This is an optimization exercise on Yosys and OpenROAD, whose aim is small area, a short achievable clock period and few clock cycles per item, not a production implementation. At most, simulation tests tie the RTL to the original design; equivalence was not proved.

==> run a: inputs <==
==> flow/design.v <==
package mep_pkg;
    localparam int RADIUS_W = 5;
    localparam int FIELD_W  = 10;
    localparam int SQ_W     = 2 * RADIUS_W;
    localparam int K_W      = 17;
    localparam int T_W      = 16;
    localparam int COORD_BITS_DEFAULT = 11;
    localparam int CFG_IDX_W = 1;
    localparam logic [RADIUS_W-1:0] RADIUS_X_RESET = 5'd5;
    localparam logic [RADIUS_W-1:0] RADIUS_Y_RESET = 5'd2;
endpackage
import mep_pkg::*;
module midpoint_ellipse_points #(
    parameter int COORD_BITS = COORD_BITS_DEFAULT
) (
    input  logic                  clk,
    input  logic                  rst_n,
    input  logic                  cfg_we,
    input  logic [CFG_IDX_W-1:0]  cfg_index,
    input  logic [RADIUS_W-1:0]   cfg_data,
    input  logic                  in_valid,
    output logic                  in_ready,
    input  logic [FIELD_W-1:0]    center_x,
    input  logic [FIELD_W-1:0]    center_y,
    input  logic [FIELD_W-1:0]    shift_x,
    output logic                  out_valid,
    input  logic                  out_ready,
    output logic [COORD_BITS-1:0] x_right,
    output logic [COORD_BITS-1:0] x_left,
    output logic [COORD_BITS-1:0] y_upper,
    output logic [COORD_BITS-1:0] y_lower,
    output logic                  last_point
);
    logic [SQ_W-1:0]     a2_reg, b2_reg;
    logic [RADIUS_W-1:0] rb_reg;
    logic [SQ_W-1:0]     cfg_sq;
    function automatic logic [SQ_W-1:0] sq5(input logic [RADIUS_W-1:0] r);
        case (r)
            5'd0: sq5 = 10'd0;
            5'd1: sq5 = 10'd1;
            5'd2: sq5 = 10'd4;
            5'd3: sq5 = 10'd9;
            5'd4: sq5 = 10'd16;
            5'd5: sq5 = 10'd25;
            5'd6: sq5 = 10'd36;
            5'd7: sq5 = 10'd49;
            5'd8: sq5 = 10'd64;
            5'd9: sq5 = 10'd81;
            5'd10: sq5 = 10'd100;
            5'd11: sq5 = 10'd121;
            5'd12: sq5 = 10'd144;
            5'd13: sq5 = 10'd169;
            5'd14: sq5 = 10'd196;
            5'd15: sq5 = 10'd225;
            5'd16: sq5 = 10'd256;
            5'd17: sq5 = 10'd289;
            5'd18: sq5 = 10'd324;
            5'd19: sq5 = 10'd361;
            5'd20: sq5 = 10'd400;
            5'd21: sq5 = 10'd441;
            5'd22: sq5 = 10'd484;
            5'd23: sq5 = 10'd529;
            5'd24: sq5 = 10'd576;
            5'd25: sq5 = 10'd625;
            5'd26: sq5 = 10'd676;
            5'd27: sq5 = 10'd729;
            5'd28: sq5 = 10'd784;
            5'd29: sq5 = 10'd841;
            5'd30: sq5 = 10'd900;
            5'd31: sq5 = 10'd961;
            default: sq5 = '0;
        endcase
    endfunction
    assign cfg_sq = sq5(cfg_data);
    always_ff @(posedge clk or negedge rst_n)
    begin
        if (!rst_n)
        begin
            a2_reg <= SQ_W'(RADIUS_X_RESET * RADIUS_X_RESET);
            b2_reg <= SQ_W'(RADIUS_Y_RESET * RADIUS_Y_RESET);
            rb_reg <= RADIUS_Y_RESET;
        end
        else if (cfg_we)
        begin
            if (cfg_index == 1'b0)
            begin
                a2_reg <= cfg_sq;
            end
            else
            begin
                b2_reg <= cfg_sq;
                rb_reg <= cfg_data;
            end
        end
    end
    logic                  q_v, q_rdy;
    logic [2:0]            q_cnt;
    logic [FIELD_W-1:0]    q_cx, q_cy, q_sh;
    logic [SQ_W-1:0]       q_a2, q_b2;
    logic [RADIUS_W-1:0]   q_b;
    logic signed [T_W-1:0] q_t;
    logic [SQ_W+2:0]       q_k1;
    logic [SQ_W:0]         q_bf;
    logic                  q_v_n, in_ready_reg;
    logic                  load;
    assign q_rdy    = q_v && (q_cnt == 3'd5);
    assign q_v_n    = q_v ? !load : in_valid;
    assign in_ready = in_ready_reg;
    always_ff @(posedge clk or negedge rst_n)
    begin
        if (!rst_n)
        begin
            q_v          <= 1'b0;
            in_ready_reg <= 1'b1;
        end
        else
        begin
            q_v          <= q_v_n;
            in_ready_reg <= !q_v_n;
        end
    end
    always_ff @(posedge clk)
    begin
        if (!q_v)
        begin
            q_cx  <= center_x;
            q_cy  <= center_y;
            q_sh  <= shift_x;
            q_a2  <= a2_reg;
            q_b2  <= b2_reg;
            q_b   <= rb_reg;
            q_cnt <= 3'd0;
            q_t   <= '0;
        end
        else if (q_cnt != 3'd5)
        begin
            q_cnt <= q_cnt + 3'd1;
            q_b   <= {q_b[RADIUS_W-2:0], q_b[RADIUS_W-1]};
            q_t   <= (q_t <<< 1) - (q_b[RADIUS_W-1] ? T_W'(q_a2) : T_W'(0));
            q_k1  <= {q_a2, 1'b0} + {q_b2, 1'b0} + {3'b0, q_b2};
            q_bf  <= {1'b0, q_b2} + {3'b0, q_a2[SQ_W-1:2]};
        end
    end
    logic                       w_v, w_r2, w_sw1, w_sw2, w_ey0, w_pend;
    logic [RADIUS_W-1:0]        w_ex, w_ey;
    logic signed [FIELD_W+1:0]  w_cxs;
    logic [FIELD_W-1:0]         w_cy;
    logic signed [K_W-1:0]      w_k, w_p, w_q, w_g;
    logic [SQ_W-1:0]            w_a2, w_b2;
    logic [SQ_W:0]              w_s;
    logic signed [SQ_W:0]       w_c;
    logic o_v;
    logic out_en, cont1, last_a, last, emit, step, adv, step_s, sw, b_mode;
    assign sw     = w_sw1 || w_sw2;
    assign b_mode = w_r2 && !w_pend;
    assign cont1  = w_g[K_W-1];
    assign last_a = w_ey0 && (w_r2 || !cont1);
    assign last   = b_mode ? (w_ey == 5'd1) : last_a;
    assign out_en = !o_v || out_ready;
    assign emit   = w_v && !w_sw2 && out_en;
    assign step   = emit && !w_sw1 && (w_r2 ? b_mode : 1'b1) && !last;
    assign adv    = step || sw;
    assign load   = q_rdy && (!w_v || (emit && last));
    assign step_s = w_k[K_W-1] ^ w_r2;
    logic signed [K_W-1:0] a2_k, b2_k, s2_k, inc_p;
    logic signed [K_W-1:0] k_a, k_b, p_a, q_a, q_b2s, g_a, g_b;
    logic signed [K_W-1:0] k_n, p_n, q_n, g_n;
    assign a2_k  = K_W'(w_a2);
    assign b2_k  = K_W'(w_b2);
    assign s2_k  = K_W'(w_s) <<< 1;
    assign inc_p = w_r2 ? a2_k <<< 1 : b2_k <<< 1;
    assign k_a   = w_k + w_p;
    assign k_b   = w_k + (w_sw1 ? (w_q >>> 1) : w_q);
    assign p_a   = (w_sw1 ? K_W'(w_c) : (w_sw2 ? w_g : w_p))
                 + (w_sw1 ? ~w_p : (w_sw2 ? a2_k : inc_p)) + K_W'(w_sw1);
    assign q_a   = w_q + (w_sw1 ? ~b2_k : (w_sw2 ? a2_k : inc_p)) + K_W'(w_sw1);
    assign q_b2s = w_q + s2_k;
    assign g_a   = (w_sw1 ? w_q : w_g) + (w_sw1 ? ~w_p : b2_k) + K_W'(w_sw1);
    assign g_b   = w_g + K_W'(w_s);
    assign k_n = w_sw1 ? k_b : (w_sw2 ? k_a : (step_s ? k_a : k_b));
    assign p_n = p_a;
    assign q_n = (sw || step_s) ? q_a : q_b2s;
    assign g_n = (w_sw1 || step_s) ? g_a : g_b;
    logic [RADIUS_W-1:0] ex_n, ey_n;
    logic                ey_dec;
    assign ey_dec = w_r2 || !step_s;
    assign ex_n   = (!w_r2 || !step_s) ? w_ex + 1'b1 : w_ex;
    assign ey_n   = ey_dec ? w_ey - 1'b1 : w_ey;
    logic signed [K_W-1:0] qa2_k, qb2_k, qt_k;
    assign qa2_k = K_W'(q_a2);
    assign qb2_k = K_W'(q_b2);
    assign qt_k  = K_W'(q_t);
    always_ff @(posedge clk or negedge rst_n)
    begin
        if (!rst_n)
        begin
            w_v   <= 1'b0;
            w_sw1 <= 1'b0;
            w_sw2 <= 1'b0;
        end
        else
        begin
            if (load)              w_v <= 1'b1;
            else if (emit && last) w_v <= 1'b0;
            if (load)
                w_sw1 <= (q_t == '0) && (q_b != '0);
            else if (step)
                w_sw1 <= !w_r2 && !g_n[K_W-1] && (ey_n != '0);
            else
                w_sw1 <= 1'b0;
            w_sw2 <= w_sw1;
        end
    end
    always_ff @(posedge clk)
    begin
        if (!load && emit && w_r2 && w_pend)
        begin
            w_pend <= 1'b0;
        end
        if (load)
        begin
            w_r2  <= 1'b0;
            w_ex  <= '0;
            w_ey  <= q_b;
            w_ey0 <= (q_b == '0);
            w_cxs <= {{2{q_cx[FIELD_W-1]}}, q_cx} + {2'b00, q_sh};
            w_cy  <= q_cy;
            w_a2  <= q_a2;
            w_b2  <= q_b2;
            w_s   <= {1'b0, q_a2} + {1'b0, q_b2};
            w_g   <= qt_k;
            w_c   <= (SQ_W+1)'(3 * (q_b2 >> 2)) - (SQ_W+1)'(q_a2 >> 2)
                     + (SQ_W+1)'({q_b2[0], 1'b0}) - (SQ_W+1)'(1);
            w_k   <= K_W'(q_bf) + qt_k;
            w_p   <= (qb2_k <<< 1) + qb2_k;
            w_q   <= K_W'(q_k1) + (qt_k <<< 1);
        end
        else if (adv)
        begin
            if (w_sw1) w_pend <= !emit;
            w_k <= k_n;
            w_p <= p_n;
            w_q <= q_n;
            w_g <= g_n;
            if (w_sw2) w_r2 <= 1'b1;
            if (step)
            begin
                w_ex  <= ex_n;
                w_ey  <= ey_n;
                w_ey0 <= (ey_n == '0);
            end
        end
    end
    logic signed [FIELD_W+1:0] xr_s, xl_s;
    logic [COORD_BITS-1:0]     x_right_reg, x_left_reg, y_upper_reg, y_lower_reg;
    logic                      last_point_reg;
    logic dx_o, dy_o;
    assign dx_o = b_mode && !step_s;
    assign dy_o = b_mode;
    assign xr_s = w_cxs + {7'b0, w_ex} + {11'b0, dx_o};
    assign xl_s = w_cxs - {7'b0, w_ex} - {11'b0, dx_o};
    function automatic logic [COORD_BITS-1:0] sat_hi(input logic signed [FIELD_W+1:0] v);
        if (!v[FIELD_W+1] && v[FIELD_W]) sat_hi = {1'b0, {(COORD_BITS-1){1'b1}}};
        else                             sat_hi = v[COORD_BITS-1:0];
    endfunction
    always_ff @(posedge clk or negedge rst_n)
    begin
        if (!rst_n)
        begin
            o_v <= 1'b0;
        end
        else
        begin
            o_v <= emit || (o_v && !out_ready);
        end
    end
    always_ff @(posedge clk)
    begin
        if (emit)
        begin
            x_right_reg    <= sat_hi(xr_s);
            x_left_reg     <= sat_hi(xl_s);
            y_upper_reg    <= {w_cy[FIELD_W-1], w_cy} + {6'b0, w_ey} - {10'b0, dy_o};
            y_lower_reg    <= {w_cy[FIELD_W-1], w_cy} - {6'b0, w_ey} + {10'b0, dy_o};
            last_point_reg <= last;
        end
    end
    assign out_valid  = o_v;
    assign x_right    = x_right_reg;
    assign x_left     = x_left_reg;
    assign y_upper    = y_upper_reg;
    assign y_lower    = y_lower_reg;
    assign last_point = last_point_reg;
endmodule
==> flow/flow/run.sh <==
#!/bin/bash
# The standard layout, with plain buffers on the ports instead of the delay cells
# buffer_ports picks by default, and timing repair aimed at a 3.5 ns period.
set -euo pipefail
export BUFFER_PORTS_ARGS="-buffer_cell sky130_fd_sc_hd__buf_2"
bash standard.sh SETUP_SLACK_MARGIN=5.5 finish > standard_flow.log 2>&1
==> flow/standard.sh <==
#!/bin/bash
# synth_recipe.tcl (not shown) runs the flow's synth.tcl, then flattens the netlist and writes it again
# the make line also repeats each setting of config.mk as NAME=value (left out here)
make -C /OpenROAD-flow-scripts/flow DESIGN_CONFIG=/design/flow/config.mk WORK_HOME=/design/flow/orfs CLKGATE_MAP_FILE= SYNTH_SCRIPT=/design/flow/synth_recipe.tcl "${@:-finish}"
==> flow/config.mk <==
export PLATFORM = sky130hd
export DESIGN_NAME = midpoint_ellipse_points
export DESIGN_NICKNAME = midpoint_ellipse_points
export VERILOG_FILES = /design/flow/design.v
export SDC_FILE = /design/flow/constraint.sdc
export NUM_CORES = 4
export LEC_CHECK = 0
export CAP_MARGIN = 20
export CORE_MARGIN = 2
export CORE_UTILIZATION = 40
export SLEW_MARGIN = 20
==> flow/constraint.sdc <==
create_clock -name core_clock -period 9.0 [get_ports {clk}]
set_input_delay 1.8000 -clock core_clock [delete_from_list [all_inputs] [get_ports {clk}]]
set_output_delay 1.8000 -clock core_clock [all_outputs]
set_load 0.01 [all_outputs]
==> inputs of run b, as changes to run a <==
--- a/flow/design.v
+++ b/flow/design.v
@@ -142,5 +142,5 @@
         end
     end
-    logic                       w_v, w_r2, w_sw1, w_sw2, w_ey0, w_pend;
+    logic                       w_v, w_r2, w_sw1, w_sw2, w_ey0;
     logic [RADIUS_W-1:0]        w_ex, w_ey;
     logic signed [FIELD_W+1:0]  w_cxs;
@@ -151,13 +151,11 @@
     logic signed [SQ_W:0]       w_c;
     logic o_v;
-    logic out_en, cont1, last_a, last, emit, step, adv, step_s, sw, b_mode;
+    logic out_en, cont1, last, emit, step, adv, step_s, sw;
     assign sw     = w_sw1 || w_sw2;
-    assign b_mode = w_r2 && !w_pend;
     assign cont1  = w_g[K_W-1];
-    assign last_a = w_ey0 && (w_r2 || !cont1);
-    assign last   = b_mode ? (w_ey == 5'd1) : last_a;
+    assign last   = w_ey0 && (w_r2 || !cont1);
     assign out_en = !o_v || out_ready;
-    assign emit   = w_v && !w_sw2 && out_en;
-    assign step   = emit && !w_sw1 && (w_r2 ? b_mode : 1'b1) && !last;
+    assign emit   = w_v && !sw && out_en;
+    assign step   = emit && !last;
     assign adv    = step || sw;
     assign load   = q_rdy && (!w_v || (emit && last));
@@ -214,8 +212,4 @@
     always_ff @(posedge clk)
     begin
-        if (!load && emit && w_r2 && w_pend)
-        begin
-            w_pend <= 1'b0;
-        end
         if (load)
         begin
@@ -238,5 +232,4 @@
         else if (adv)
         begin
-            if (w_sw1) w_pend <= !emit;
             w_k <= k_n;
             w_p <= p_n;
@@ -255,9 +248,6 @@
     logic [COORD_BITS-1:0]     x_right_reg, x_left_reg, y_upper_reg, y_lower_reg;
     logic                      last_point_reg;
-    logic dx_o, dy_o;
-    assign dx_o = b_mode && !step_s;
-    assign dy_o = b_mode;
-    assign xr_s = w_cxs + {7'b0, w_ex} + {11'b0, dx_o};
-    assign xl_s = w_cxs - {7'b0, w_ex} - {11'b0, dx_o};
+    assign xr_s = w_cxs + {7'b0, w_ex};
+    assign xl_s = w_cxs - {7'b0, w_ex};
     function automatic logic [COORD_BITS-1:0] sat_hi(input logic signed [FIELD_W+1:0] v);
         if (!v[FIELD_W+1] && v[FIELD_W]) sat_hi = {1'b0, {(COORD_BITS-1){1'b1}}};
@@ -281,6 +271,6 @@
             x_right_reg    <= sat_hi(xr_s);
             x_left_reg     <= sat_hi(xl_s);
-            y_upper_reg    <= {w_cy[FIELD_W-1], w_cy} + {6'b0, w_ey} - {10'b0, dy_o};
-            y_lower_reg    <= {w_cy[FIELD_W-1], w_cy} - {6'b0, w_ey} + {10'b0, dy_o};
+            y_upper_reg    <= {w_cy[FIELD_W-1], w_cy} + {6'b0, w_ey};
+            y_lower_reg    <= {w_cy[FIELD_W-1], w_cy} - {6'b0, w_ey};
             last_point_reg <= last;
         end
==> flow/flow/run.sh (replaced) <==
#!/bin/bash
# The standard layout, with plain buffers on the ports instead of the delay cells
# buffer_ports picks by default, and timing repair aimed at a 3.4 ns period.
set -euo pipefail
export BUFFER_PORTS_ARGS="-buffer_cell sky130_fd_sc_hd__buf_2"
bash standard.sh SETUP_SLACK_MARGIN=5.6 finish > standard_flow.log 2>&1
--- a/flow/config.mk
+++ b/flow/config.mk
@@ -8,4 +8,4 @@
 export CAP_MARGIN = 20
 export CORE_MARGIN = 2
-export CORE_UTILIZATION = 40
+export CORE_UTILIZATION = 50
 export SLEW_MARGIN = 20
==> inputs of run c, as changes to run a <==
--- a/flow/design.v
+++ b/flow/design.v
@@ -142,5 +142,5 @@
         end
     end
-    logic                       w_v, w_r2, w_sw1, w_sw2, w_ey0, w_pend;
+    logic                       w_v, w_r2, w_sw1, w_sw2, w_ey0;
     logic [RADIUS_W-1:0]        w_ex, w_ey;
     logic signed [FIELD_W+1:0]  w_cxs;
@@ -151,13 +151,11 @@
     logic signed [SQ_W:0]       w_c;
     logic o_v;
-    logic out_en, cont1, last_a, last, emit, step, adv, step_s, sw, b_mode;
+    logic out_en, cont1, last, emit, step, adv, step_s, sw;
     assign sw     = w_sw1 || w_sw2;
-    assign b_mode = w_r2 && !w_pend;
     assign cont1  = w_g[K_W-1];
-    assign last_a = w_ey0 && (w_r2 || !cont1);
-    assign last   = b_mode ? (w_ey == 5'd1) : last_a;
+    assign last   = w_ey0 && (w_r2 || !cont1);
     assign out_en = !o_v || out_ready;
-    assign emit   = w_v && !w_sw2 && out_en;
-    assign step   = emit && !w_sw1 && (w_r2 ? b_mode : 1'b1) && !last;
+    assign emit   = w_v && !sw && out_en;
+    assign step   = emit && !last;
     assign adv    = step || sw;
     assign load   = q_rdy && (!w_v || (emit && last));
@@ -214,8 +212,4 @@
     always_ff @(posedge clk)
     begin
-        if (!load && emit && w_r2 && w_pend)
-        begin
-            w_pend <= 1'b0;
-        end
         if (load)
         begin
@@ -238,5 +232,4 @@
         else if (adv)
         begin
-            if (w_sw1) w_pend <= !emit;
             w_k <= k_n;
             w_p <= p_n;
@@ -255,9 +248,6 @@
     logic [COORD_BITS-1:0]     x_right_reg, x_left_reg, y_upper_reg, y_lower_reg;
     logic                      last_point_reg;
-    logic dx_o, dy_o;
-    assign dx_o = b_mode && !step_s;
-    assign dy_o = b_mode;
-    assign xr_s = w_cxs + {7'b0, w_ex} + {11'b0, dx_o};
-    assign xl_s = w_cxs - {7'b0, w_ex} - {11'b0, dx_o};
+    assign xr_s = w_cxs + {7'b0, w_ex};
+    assign xl_s = w_cxs - {7'b0, w_ex};
     function automatic logic [COORD_BITS-1:0] sat_hi(input logic signed [FIELD_W+1:0] v);
         if (!v[FIELD_W+1] && v[FIELD_W]) sat_hi = {1'b0, {(COORD_BITS-1){1'b1}}};
@@ -281,6 +271,6 @@
             x_right_reg    <= sat_hi(xr_s);
             x_left_reg     <= sat_hi(xl_s);
-            y_upper_reg    <= {w_cy[FIELD_W-1], w_cy} + {6'b0, w_ey} - {10'b0, dy_o};
-            y_lower_reg    <= {w_cy[FIELD_W-1], w_cy} - {6'b0, w_ey} + {10'b0, dy_o};
+            y_upper_reg    <= {w_cy[FIELD_W-1], w_cy} + {6'b0, w_ey};
+            y_lower_reg    <= {w_cy[FIELD_W-1], w_cy} - {6'b0, w_ey};
             last_point_reg <= last;
         end
==> flow/flow/run.sh (replaced) <==
#!/bin/bash
# The standard layout, with plain buffers on the ports instead of the delay cells
# buffer_ports picks by default, and timing repair aimed at a 3.4 ns period.
set -euo pipefail
export BUFFER_PORTS_ARGS="-buffer_cell sky130_fd_sc_hd__buf_2"
bash standard.sh SETUP_SLACK_MARGIN=5.6 finish > standard_flow.log 2>&1
==> comparison table <==
metric                                                                          run a       run b       run c
Result of the run                                    no timing/DRC/antenna violations  no timing/DRC/antenna violations  no timing/DRC/antenna violations
Fraction of synthesized area in multiplexers                                   0.0254      0.0224      0.0224
DPL Wire Length                                                             47,100 um   45,600 um   45,400 um
Number of distinct library cells after synthesis                                   82          80          80
Worst path arrival time                                                       4.14 ns     3.97 ns     3.89 ns
Portion of the clock cycle consumed by the worst path in the final layout       0.416       0.406       0.398
Number of tap cells added at floorplan                                            748         585         696
Fmax                                                                          267 MHz     273 MHz     279 MHz
Total iterations of the first detailed-routing run                                  6           5           5
CP Max Fanout                                                                       8           9           8
Share of post-route cells with drive strength above 1                           0.160       0.133       0.135
Fraction of the mapped netlist area in simple logic gates                       0.113       0.117       0.117
Multi-input gates                                                               1,728       1,690       1,688
Number of synthesized register bits                                               312         310         310
Share of the synthesized area in the top cell type                              0.345       0.354       0.354
First-pass GRT wire length                                                  97,800 um   94,700 um   93,700 um
Core Region                                                                55,300 um2  43,100 um2  53,900 um2
Number of clock sinks                                                             312         310         310
Cell depth of the worst flop-to-flop path                                          12          13          15
Testbench counts of run b, summed over its fixed seeds: cycles 66,057, points 61,632.
Testbench counts of run c, summed over its fixed seeds: cycles 66,057, points 61,632.
No functional check of the RTL was part of run a.

==> what the ideal ports hide <==
The flow's constraints put no driver on any port. The routed layouts listed below were extracted and timed again, unchanged, in two steps.
Step 1 sets driving cells, clkbuf_16 on the clock port and buf_2 on the other inputs (assumed; they add their load-dependent delay and slew).
Step 2 also shifts input and output timing later by t, the mid clock arrival at the registers, as if the neighbouring blocks saw the same clock.
a / b / c = ideal ports / drivers / drivers and shift; a / b = the first two.
| run | t, ns | setup slack, ns | worst setup path after step 2 | slew at the worst register clock pin (ns) | pins driven straight from the clock port |
|---|---|---|---|---|---|
| run a | 0.603 | 5.259 / 5.259 / 4.945 | input to register | 0.07 / 0.07 | 1 |
| run b | 0.611 | 5.343 / 5.343 / 5.039 | input to register | 0.07 / 0.07 | 1 |
| run c | 0.612 | 5.422 / 5.422 / 5.061 | input to register | 0.07 / 0.07 | 1 |
After both steps setup and hold are still met in every run listed. For run c, which loses most, drivers alone change the setup slack by 0.000 ns; drivers and shift together by -0.361 ns.
